Context: an optimization exercise on an open-source flow, tuned for small area and a short achievable clock period. The choices shown serve that exercise and are no tape-out recipe.
The RTL was checked by simulation tests, not by an equivalence proof against the original design.
Power is estimated from default activity; no workload was simulated.

lane 1:
// rv_core
module rv_core (
    input  logic                          clk,
    input  logic                          rst_n,
    input  logic [rv_pkg::xlen-1:0]       icache_data,
    output logic [rv_pkg::xlen-1:0]       icache_addr,
    output logic                          wb_valid,
    output logic [rv_pkg::reg_addr_w-1:0] wb_rd,
    output logic [rv_pkg::xlen-1:0]       wb_data
);
    logic [xlen-1:2] pc_dec;
    logic [xlen-1:2] ir;
    logic            d_valid;
    fetch_unit u_fetch (.clk(clk), .rst_n(rst_n), .icache_addr(icache_addr), .pc_dec(pc_dec));
    logic [n_regs-1:1] rs1_sel_f, rs2_sel_f;
    logic [n_regs-1:1] rs1_sel, rs2_sel;
    logic              f_rs1, f_rs2;
    logic              fw1_f, fw2_f;
    logic              fw1, fw2;
    logic [4:0]        e_rd;      
    assign f_rs1 = icache_data[6:2] == op_op || icache_data[6:2] == op_op_imm;
    assign f_rs2 = icache_data[6:2] == op_op;
    assign fw1_f = f_rs1 && icache_data[19:15] == e_rd && e_rd != 5'd0;
    assign fw2_f = f_rs2 && icache_data[24:20] == e_rd && e_rd != 5'd0;
    always_comb begin
        for (int i = 1; i < n_regs; i++) begin
  ...
Size in the first run: about 1,200 flip-flops, roughly 0.057 mm² of cells after synthesis.
==> flow/config.mk <==
export PLATFORM = sky130hd
export DESIGN_NAME = rv_core
export DESIGN_NICKNAME = rv_core
export VERILOG_FILES = /design/flow/design.v
export SDC_FILE = /design/flow/constraint.sdc
export NUM_CORES = 4
export LEC_CHECK = 0
export CAP_MARGIN = 20
export CORE_MARGIN = 2
export CORE_UTILIZATION = 40
export CTS_CLUSTER_DIAMETER = 140
export CTS_CLUSTER_SIZE = 24
export SETUP_SLACK_MARGIN = 5
export SLEW_MARGIN = 20
export TNS_END_PERCENT = 30
==> flow/constraint.sdc <==
create_clock -name core_clock -period 8.0 [get_ports {clk}]
set_input_delay 1.6000 -clock core_clock [delete_from_list [all_inputs] [get_ports {clk}]]
set_output_delay 1.6000 -clock core_clock [all_outputs]
set_load 0.01 [all_outputs]
standard.sh (not shown) runs the stock make flow with config.mk's settings and CLKGATE_MAP_FILE= SYNTH_SCRIPT=/design/flow/synth_recipe.tcl, a recipe that flattens the netlist after the stock synthesis.
==> flow/flow/run.sh <==
#!/bin/bash
# The standard layout (the standard.sh, on the standard synthesis script),
# with these options changed:
#  - ports are buffered with buf_4 instead of the slow delay cell that
#    buffer_ports picks by default;
#  - the resizer may swap a cell for one with a different footprint;
#  - slow cells with four transistors in series (and the weak _0 sizes) are
#    added to the platform's don't-use list, for synthesis and resizing alike.
#    This changes only the combinational mapping: the registers are the same.
set -uo pipefail
DONT_USE="sky130_fd_sc_hd__probe_p_8 sky130_fd_sc_hd__probec_p_8 sky130_fd_sc_hd__lpflow_bleeder_1 sky130_fd_sc_hd__lpflow_clkbufkapwr_1 sky130_fd_sc_hd__lpflow_clkbufkapwr_16 sky130_fd_sc_hd__lpflow_clkbufkapwr_2 sky130_fd_sc_hd__lpflow_clkbufkapwr_4 sky130_fd_sc_hd__lpflow_clkbufkapwr_8 sky130_fd_sc_hd__lpflow_clkinvkapwr_1 sky130_fd_sc_hd__lpflow_clkinvkapwr_16 sky130_fd_sc_hd__lpflow_clkinvkapwr_2 sky130_fd_sc_hd__lpflow_clkinvkapwr_4 sky130_fd_sc_hd__lpflow_clkinvkapwr_8 sky130_fd_sc_hd__lpflow_decapkapwr_12 sky130_fd_sc_hd__lpflow_decapkapwr_3 sky130_fd_sc_hd__lpflow_decapkapwr_4 sky130_fd_sc_hd__lpflow_decapkapwr_6 sky130_fd_sc_hd__lpflow_decapkapwr_8 sky130_fd_sc_hd__lpflow_inputiso0n_1 sky130_fd_sc_hd__lpflow_inputiso0p_1 sky130_fd_sc_hd__lpflow_inputiso1n_1 sky130_fd_sc_hd__lpflow_inputiso1p_1 sky130_fd_sc_hd__lpflow_inputisolatch_1 sky130_fd_sc_hd__lpflow_isobufsrc_1 sky130_fd_sc_hd__lpflow_isobufsrc_16 sky130_fd_sc_hd__lpflow_isobufsrc_2 sky130_fd_sc_hd__lpflow_isobufsrc_4 sky130_fd_sc_hd__lpflow_isobufsrc_8 sky130_fd_sc_hd__lpflow_isobufsrckapwr_16 sky130_fd_sc_hd__lpflow_lsbuf_lh_hl_isowell_tap_1 sky130_fd_sc_hd__lpflow_lsbuf_lh_hl_isowell_tap_2 sky130_fd_sc_hd__lpflow_lsbuf_lh_hl_isowell_tap_4 sky130_fd_sc_hd__lpflow_lsbuf_lh_isowell_4 sky130_fd_sc_hd__lpflow_lsbuf_lh_isowell_tap_1 sky130_fd_sc_hd__lpflow_lsbuf_lh_isowell_tap_2 sky130_fd_sc_hd__lpflow_lsbuf_lh_isowell_tap_4 sky130_fd_sc_hd__a2111oi_0 sky130_fd_sc_hd__a21boi_0 sky130_fd_sc_hd__and2_0 sky130_fd_sc_hd__o21ai_0 sky130_fd_sc_hd__o311ai_0 sky130_fd_sc_hd__or2_0 sky130_fd_sc_hd__a2111oi_1 sky130_fd_sc_hd__a2111oi_2 sky130_fd_sc_hd__a2111oi_4 sky130_fd_sc_hd__nor4_1 sky130_fd_sc_hd__nor4_2 sky130_fd_sc_hd__nor4_4 sky130_fd_sc_hd__nor4b_1 sky130_fd_sc_hd__nor4b_2 sky130_fd_sc_hd__nor4b_4 sky130_fd_sc_hd__nor4bb_1 sky130_fd_sc_hd__nor4bb_2 sky130_fd_sc_hd__nor4bb_4 sky130_fd_sc_hd__o41ai_1 sky130_fd_sc_hd__o41ai_2 sky130_fd_sc_hd__o41ai_4 sky130_fd_sc_hd__o2111ai_1 sky130_fd_sc_hd__o2111ai_2 sky130_fd_sc_hd__o2111ai_4"
bash standard.sh \
  "BUFFER_PORTS_ARGS=-buffer_cell sky130_fd_sc_hd__buf_4" \
  MATCH_CELL_FOOTPRINT=0 \
  "DONT_USE_CELLS=$DONT_USE" \
  finish > standard.log 2>&1
Lane 1: all stages complete, timing, DRC and antenna checks passed
### lane 1 -> lane 2
# lane 1
export LEC_CHECK = 0
export CAP_MARGIN = 20
export CORE_MARGIN = 2
export CORE_UTILIZATION = 40
export CTS_CLUSTER_DIAMETER = 140
export CTS_CLUSTER_SIZE = 24
export SETUP_SLACK_MARGIN = 5
export SLEW_MARGIN = 20
export TNS_END_PERCENT = 30
create_clock -name core_clock -period 8.0 [get_ports {clk}]
# lane 2
export LEC_CHECK = 0
export CAP_MARGIN = 20
export CORE_MARGIN = 2
export CORE_UTILIZATION = 40
export CTS_CLUSTER_DIAMETER = 140
export CTS_CLUSTER_SIZE = 24
export SETUP_SLACK_MARGIN = 5
export SLEW_MARGIN = 20
export TNS_END_PERCENT = 10
create_clock -name core_clock -period 8.0 [get_ports {clk}]
### Flow results
Lane 2 drops fewer vias than lane 1. When the final numbers for lane 1 and lane 2 were put side by side, the arrival time of data at the critical path endpoint turned out to be smaller in lane 2. Against lane 1, routed wire length in lane 2 fell by a few percent. Cell count of the worst reg-to-reg path in lane 2 vs lane 1: down 1. Against lane 1 as the reference, lane 2 delivers a lower non-clock buffer count.

* * *

oak:
rv_core, a different RTL version from the one above (not shown whole).
For scale: about 4400 cells after synthesis, roughly 1300 flip-flops.
// rv_core
module rv_core (
    input  logic                          clk,
    input  logic                          rst_n,
    input  logic [rv_pkg::xlen-1:0]       icache_data,
    output logic [rv_pkg::xlen-1:0]       icache_addr,
    output logic                          wb_valid,
    output logic [rv_pkg::reg_addr_w-1:0] wb_rd,
    output logic [rv_pkg::xlen-1:0]       wb_data
);
clock: 8.0 ns
lec_check: 0
cap_margin: 20
core_margin: 2
core_utilization: 40
cts_cluster_diameter: 140
cts_cluster_size: 24
setup_slack_margin: 5
slew_margin: 20
tns_end_percent: 100
==> flow/flow/run.sh <==
#!/bin/bash
# The standard layout (the standard.sh, standard synthesis unchanged), with
# two placement/resizing options changed:
#  - ports are buffered with buf_4 instead of the slow delay cell that
#    buffer_ports picks by default;
#  - the resizer may swap a cell for one with a different footprint.
set -uo pipefail
bash standard.sh \
  "BUFFER_PORTS_ARGS=-buffer_cell sky130_fd_sc_hd__buf_4" \
  MATCH_CELL_FOOTPRINT=0 \
  finish > standard.log 2>&1
oak completed end to end with timing, DRC and antenna clean.
Here is what was changed in the inputs of pine compared with oak.
# oak
export LEC_CHECK = 0
export CAP_MARGIN = 20
export CORE_MARGIN = 2
export CORE_UTILIZATION = 40
export CTS_CLUSTER_DIAMETER = 140
export CTS_CLUSTER_SIZE = 24
export SETUP_SLACK_MARGIN = 5
export SLEW_MARGIN = 20
export TNS_END_PERCENT = 100
create_clock -name core_clock -period 8.0 [get_ports {clk}]
# pine
export LEC_CHECK = 0
export CAP_MARGIN = 20
export CORE_MARGIN = 2
export CORE_UTILIZATION = 40
export CTS_CLUSTER_DIAMETER = 140
export CTS_CLUSTER_SIZE = 24
export SETUP_SLACK_MARGIN = 5
export SLEW_MARGIN = 20
export TNS_END_PERCENT = 10
create_clock -name core_clock -period 8.0 [get_ports {clk}]
## What came out
pine finished end to end and its layout was clean on timing, DRC and antenna. In pine, the met1 routing resource usage after global routing came out 0.21 points below the value in oak. Clock network latency to the later pin of the worst-skew pair for pine is lower than for oak. oak reports its termination of the worst setup path as e_bx[12]$_DFF_P_ while pine reports e_a[1]$_DFF_P_. Part of the total power dissipated in sequential elements: pine and oak compared, lower one is oak. Wire: pine routes less than oak. pine against oak; met2 wire length is down by a few percent. Count of clock-buffer cells in the layout: oak vs pine identical.

* * *

The RTL this note starts from:
==> flow/design.v <==
package rv_pkg;
    localparam int xlen       = 32;
    localparam int reg_addr_w = 5;
    localparam int n_regs     = 32;
    localparam int funct3_w   = 3;
    localparam logic [xlen-1:0] reset_pc = 32'h0040_0000;
    localparam logic [4:0] op_op_imm = 5'b00100;
    localparam logic [4:0] op_auipc  = 5'b00101;
    localparam logic [4:0] op_op     = 5'b01100;
    localparam logic [4:0] op_lui    = 5'b01101;
    localparam logic [funct3_w-1:0] alu_add  = 3'd0;
    localparam logic [funct3_w-1:0] alu_sll  = 3'd1;
    localparam logic [funct3_w-1:0] alu_slt  = 3'd2;
    localparam logic [funct3_w-1:0] alu_sltu = 3'd3;
    localparam logic [funct3_w-1:0] alu_xor  = 3'd4;
    localparam logic [funct3_w-1:0] alu_sr   = 3'd5;  
    localparam logic [funct3_w-1:0] alu_or   = 3'd6;
    localparam logic [funct3_w-1:0] alu_and  = 3'd7;
endpackage
import rv_pkg::*;
module fetch_unit (
    input  logic            clk,
    input  logic            rst_n,
    output logic [xlen-1:0] icache_addr,
    output logic [xlen-1:2] pc_dec
);
    logic [xlen-1:2] pc;
    always_ff @(posedge clk) begin
        if (!rst_n)
            pc <= reset_pc[xlen-1:2];
        else
            pc <= pc + 30'd1;
    end
    assign icache_addr = {pc, 2'b00};
    assign pc_dec      = pc - 30'd1;
endmodule
import rv_pkg::*;
module inst_decoder (
    input  logic [xlen-1:2]       ir,
    output logic                  is_op,
    output logic                  is_op_imm,
    output logic                  is_lui,
    output logic                  is_auipc,
    output logic [xlen-1:0]       imm,
    output logic [9:0]            sel,    
    output logic                  sub,
    output logic                  sra
);
    logic [2:0] f3;
    assign is_op     = ir[6:2] == op_op;
    assign is_op_imm = ir[6:2] == op_op_imm;
    assign is_lui    = ir[6:2] == op_lui;
    assign is_auipc  = ir[6:2] == op_auipc;
    assign f3 = ir[14:12];
    assign imm = (is_lui | is_auipc) ? {ir[31:12], 12'd0} : {{20{ir[31]}}, ir[31:20]};
    logic alu_op;
    assign alu_op = is_op | is_op_imm;
    always_comb begin
        sel = '0;
        if (alu_op)
            sel[f3] = 1'b1;
        else
            sel[0] = 1'b1;
    end
    assign sub = alu_op & ((f3 == alu_add & ir[30] & is_op) | f3 == alu_slt | f3 == alu_sltu);
    assign sra = ir[30] & (f3 == alu_sr);
endmodule
import rv_pkg::*;
module alu (
    input  logic [xlen-1:0] a,
    input  logic [xlen-1:0] bx,
    input  logic [9:0]      sel,    
    input  logic            sub,
    input  logic            sra,
    input  logic [4:0]      shl,    
    input  logic [4:0]      shr,    
    output logic [xlen-1:0] sum,
    output logic [xlen-1:0] sll,
    output logic [xlen-1:0] sr,
    output logic [xlen-1:0] lg,     
    output logic            cmp,    
    output logic [xlen-1:0] r
);
    logic [xlen+1:0] s;
    logic            cout;
    logic            lt;
    logic            ltu;
    assign s    = {1'b0, a, 1'b1} + {1'b0, bx, sub};
    assign sum  = s[xlen:1];
    assign cout = s[xlen+1];
    assign ltu  = ~cout;
    assign lt   = (a[xlen-1] ^ bx[xlen-1]) ? sum[xlen-1] : a[xlen-1];
    assign sll = a << shl;
    assign sr  = xlen'($signed({sra & a[xlen-1], a}) >>> shr);
    assign lg  = ({xlen{sel[4]}} & (a ^ bx))
               | ({xlen{sel[6]}} & (a | bx))
               | ({xlen{sel[7]}} & (a & bx));
    assign cmp = (sel[2] & lt) | (sel[3] & ltu);
    assign r = ({xlen{sel[0]}} & sum)
             | ({xlen{sel[1]}} & sll)
             | ({xlen{sel[5]}} & sr)
             | lg
             | {31'd0, cmp};
endmodule
import rv_pkg::*;
module gpr_file (
    input  logic                  clk,
    input  logic [n_regs-1:1]     rs1_sel,   
    input  logic [n_regs-1:1]     rs2_sel,
    output logic [xlen-1:0]       rs1,
    output logic [xlen-1:0]       rs2,
    input  logic [reg_addr_w-1:0] wr_addr,   
    input  logic [xlen-1:0]       wr_data
);
    logic [xlen-1:0] regs [1:n_regs-1];  
    always_ff @(posedge clk) begin
        if (wr_addr != '0)
            regs[wr_addr] <= wr_data;
    end
    always_comb begin
        rs1 = '0;
        rs2 = '0;
        for (int i = 1; i < n_regs; i++) begin
            rs1 = rs1 | ({xlen{rs1_sel[i]}} & regs[i]);
            rs2 = rs2 | ({xlen{rs2_sel[i]}} & regs[i]);
        end
    end
endmodule
import rv_pkg::*;
module rv_core (
    input  logic                          clk,
    input  logic                          rst_n,
    input  logic [rv_pkg::xlen-1:0]       icache_data,
    output logic [rv_pkg::xlen-1:0]       icache_addr,
    output logic                          wb_valid,
    output logic [rv_pkg::reg_addr_w-1:0] wb_rd,
    output logic [rv_pkg::xlen-1:0]       wb_data
);
    logic [xlen-1:2] pc_dec;
    logic [xlen-1:2] ir;
    logic            d_valid;
    fetch_unit u_fetch (.clk(clk), .rst_n(rst_n), .icache_addr(icache_addr), .pc_dec(pc_dec));
    logic [n_regs-1:1] rs1_sel_f, rs2_sel_f;
    logic [n_regs-1:1] rs1_sel, rs2_sel;
    logic              f_rs1, f_rs2;
    logic              fw1_f, fw2_f;
    logic              fw1, fw2;
    logic [4:0]        e_rd;      
    assign f_rs1 = icache_data[6:2] == op_op || icache_data[6:2] == op_op_imm;
    assign f_rs2 = icache_data[6:2] == op_op;
    assign fw1_f = f_rs1 && icache_data[19:15] == e_rd && e_rd != 5'd0;
    assign fw2_f = f_rs2 && icache_data[24:20] == e_rd && e_rd != 5'd0;
    always_comb begin
        for (int i = 1; i < n_regs; i++) begin
            rs1_sel_f[i] = f_rs1 && !fw1_f && icache_data[19:15] == reg_addr_w'(i);
            rs2_sel_f[i] = f_rs2 && !fw2_f && icache_data[24:20] == reg_addr_w'(i);
        end
    end
    always_ff @(posedge clk) begin
        ir      <= icache_data[xlen-1:2];
        d_valid <= rst_n;
        rs1_sel <= rs1_sel_f;
        rs2_sel <= rs2_sel_f;
        fw1     <= fw1_f;
        fw2     <= fw2_f;
    end
    logic            is_op, is_op_imm, is_lui, is_auipc;
    logic [xlen-1:0] imm;
    logic [9:0]      sel_d;
    logic            sub_d, sra_d;
    inst_decoder u_dec (
        .ir(ir), .is_op(is_op), .is_op_imm(is_op_imm), .is_lui(is_lui), .is_auipc(is_auipc),
        .imm(imm), .sel(sel_d), .sub(sub_d), .sra(sra_d)
    );
    logic [4:0]      rs1_a, rs2_a, rd_d;
    logic [xlen-1:0] rf1, rf2;
    logic            exec_d;
    assign rs1_a  = ir[19:15];
    assign rs2_a  = ir[24:20];
    assign rd_d   = ir[11:7];
    assign exec_d = d_valid & (is_op | is_op_imm | is_lui | is_auipc);
    logic            e_valid;
    logic [xlen-1:0] e_a, e_bx;    
    logic [4:0]      e_shl, e_shr;  
    logic [9:0]      e_sel;
    logic            e_sub, e_sra;
    logic [4:0]      w_rd;
    logic [xlen-1:0] w_data;
    logic [xlen-1:0] r;         
    gpr_file u_gpr (
        .clk(clk), .rs1_sel(rs1_sel), .rs2_sel(rs2_sel), .rs1(rf1), .rs2(rf2),
        .wr_addr(w_rd), .wr_data(w_data)
    );
    logic use_rs1, use_rs2;
    logic fa_d, fb_d;
    logic [xlen-1:0] a_d, b_d;
    assign use_rs1 = is_op | is_op_imm;
    assign use_rs2 = is_op;
    assign fa_d = use_rs1 & (rs1_a != 5'd0) & (rs1_a == e_rd);
    assign fb_d = use_rs2 & (rs2_a != 5'd0) & (rs2_a == e_rd);
    assign a_d = rf1 | (fw1 ? w_data : '0) | (is_auipc ? {pc_dec, 2'b00} : '0);
    assign b_d = rf2 | (fw2 ? w_data : '0) | (use_rs2 ? '0 : imm);
    logic [xlen-1:0] sum, sll, sr, lg;
    logic            cmp;
    logic            fbp, fbn;
    logic [xlen-1:0] a_nxt, b_nxt, bx_nxt;
    assign fbp = fb_d & ~sub_d;
    assign fbn = fb_d & sub_d;
    assign a_nxt = ({xlen{fa_d & e_sel[0]}} & sum)
                 | ({xlen{fa_d & e_sel[1]}} & sll)
                 | ({xlen{fa_d & e_sel[5]}} & sr)
                 | ({xlen{fa_d}} & lg)
                 | {31'd0, fa_d & cmp}
                 | ({xlen{~fa_d}} & a_d);
    assign b_nxt = ({xlen{fb_d & e_sel[0]}} & sum)
                 | ({xlen{fb_d & e_sel[1]}} & sll)
                 | ({xlen{fb_d & e_sel[5]}} & sr)
                 | ({xlen{fb_d}} & lg)
                 | {31'd0, fb_d & cmp}
                 | ({xlen{~fb_d}} & b_d);
    assign bx_nxt = ({xlen{fbp & e_sel[0]}} & sum)
                  | ({xlen{fbp & e_sel[1]}} & sll)
                  | ({xlen{fbp & e_sel[5]}} & sr)
                  | ({xlen{fbp}} & lg)
                  | {31'd0, fbp & cmp}
                  | ~(({xlen{fbn & e_sel[0]}} & sum)
                    | ({xlen{fbn & e_sel[1]}} & sll)
                    | ({xlen{fbn & e_sel[5]}} & sr)
                    | ({xlen{fbn}} & lg)
                    | {31'd0, fbn & cmp}
                    | ({xlen{~fbn}} & {xlen{1'b1}}))
                  | ({xlen{~fb_d}} & (b_d ^ {xlen{sub_d}}));
    always_ff @(posedge clk) begin
        e_valid <= rst_n & exec_d;
        e_rd    <= (rst_n & exec_d) ? rd_d : 5'd0;
        e_a     <= a_nxt;
        e_bx    <= bx_nxt;
        e_shl   <= sel_d[1] ? b_nxt[4:0] : 5'd0;
        e_shr   <= sel_d[5] ? b_nxt[4:0] : 5'd0;
        e_sel   <= sel_d;
        e_sub   <= sub_d;
        e_sra   <= sra_d;
    end
    alu u_alu (.a(e_a), .bx(e_bx), .sel(e_sel), .sub(e_sub), .sra(e_sra), .shl(e_shl), .shr(e_shr),
              .sum(sum), .sll(sll), .sr(sr), .lg(lg), .cmp(cmp), .r(r));
    always_ff @(posedge clk) begin
        wb_valid <= rst_n & e_valid;
        w_rd     <= e_rd;
        w_data   <= r;
    end
    assign wb_rd   = w_rd;
    assign wb_data = w_data;
endmodule
Settings: LEC_CHECK=0, CAP_MARGIN=20, CORE_MARGIN=2, CORE_UTILIZATION=40, CTS_CLUSTER_DIAMETER=140, CTS_CLUSTER_SIZE=24, SETUP_SLACK_MARGIN=5, SLEW_MARGIN=20, TNS_END_PERCENT=10; clock period 8.0 ns.
Scripts as last shown in full above: flow/flow/run.sh
Next try:
Settings changed: PLACE_DENSITY set to 0.72.
The new run passed the timing, DRC and antenna checks; via count rose by 0.99%; fmax is lower by 4.2%; die area stays the same; synthesized cell count is unchanged; worst setup slack got worse by 140 ps; combinational power shrinks by about 8%; wire length fell by 5.8%; core utilization goes down by 0.39 points; design area goes down by 0.85%; final cell count goes down by 0.39%; critical path depth is higher by 1.
Next try:
Settings changed: CORE_UTILIZATION 40 to 55.
The new run went through all stages and came out clean.
Combinational power hardly moves.
Fmax rises by 5.0%.
Final cell count is lower by 8.0%.
Total power is about the same.
Count of clock-buffer cells in the layout came out lower by 1.
Global-route usage climbs by 14 points.
Setup slack improves by 160 ps.
Worst hold slack is about the same.
Utilization went up by 16 points.
Next try:
Settings changed: CORE_UTILIZATION 55 to 40, CTS_CLUSTER_DIAMETER 140 to unset, CTS_CLUSTER_SIZE 24 to 30, PLACE_DENSITY 0.72 to unset.
=>
- global-route usage went down by 11 points
- total power rises by 24%
- wire length came out higher by 5.7%
- register-to-register slack stays flat
- cell area went up by 6.1%
- sequential cell count is unchanged
- clock power grows by 79%
- final cell count came out higher by 11%
- clock skew is lower by 13 ps
- worst setup slack is worse by 8.5 ps
- synthesized area does not change
Next try:
Settings changed: CTS_CLUSTER_DIAMETER set to 140, CTS_CLUSTER_SIZE 30 to 24, TNS_END_PERCENT 10 to 30.
Outcome: The changed run ran to the end with no violations. Worst setup slack loses 41 ps. Global-route usage increases by 0.39 points. Non-clock buffer count increases by 90. Flip-flop and latch count is unchanged.

-- separate check: timing with driven ports --
The flow's constraints put no driver on any port. The routed layouts listed below were extracted and timed again, unchanged, in two steps.
Step 1: set_driving_cell puts a clkbuf_16 on clk and a buf_2 on each other input, an assumption about the parent block.
Step 2 moves the port delays by t, midway between the first and last clock arrival at a register: inputs arrive t later, outputs are due t later. That takes back most of the time a late clock gives input paths.
Three values: ideal, step 1, step 2; two values: the first two.
| run | t, ns | setup WS [ns] | latest minus earliest clock arrival (ns) | worst slew at a driven data input, ns |
|---|---|---|---|---|
| lane 1 | 0.831 | 4.593 / 4.593 / 4.401 | 0.087 / 0.086 | 0.07 |
| lane 2 | 0.815 | 4.699 / 4.699 / 4.385 | 0.089 / 0.090 | 0.06 |
| oak | 0.828 | 4.755 / 4.755 / 4.385 | 0.102 / 0.102 | 0.05 |
| pine | 0.827 | 4.698 / 4.698 / 4.375 | 0.070 / 0.070 | 0.04 |
| the first run of note 3 | 0.819 | 4.728 / 4.727 / 4.517 | 0.057 / 0.056 | 0.04 |
| the second run of note 3 | 0.816 | 4.583 / 4.583 / 4.503 | 0.040 / 0.039 | 0.12 |
| the third run of note 3 | 0.782 | 4.747 / 4.747 / 4.450 | 0.052 / 0.051 | 0.10 |
| the fourth run of note 3 | 0.859 | 4.738 / 4.738 / 4.501 | 0.039 / 0.039 | 0.04 |
| the fifth run of note 3 | 0.792 | 4.698 / 4.698 / 4.409 | 0.040 / 0.041 | 0.05 |
After both steps every run listed still meets setup and hold. For oak, which loses most, drivers alone change the setup slack by 0.000 ns; drivers and shift together by -0.370 ns.
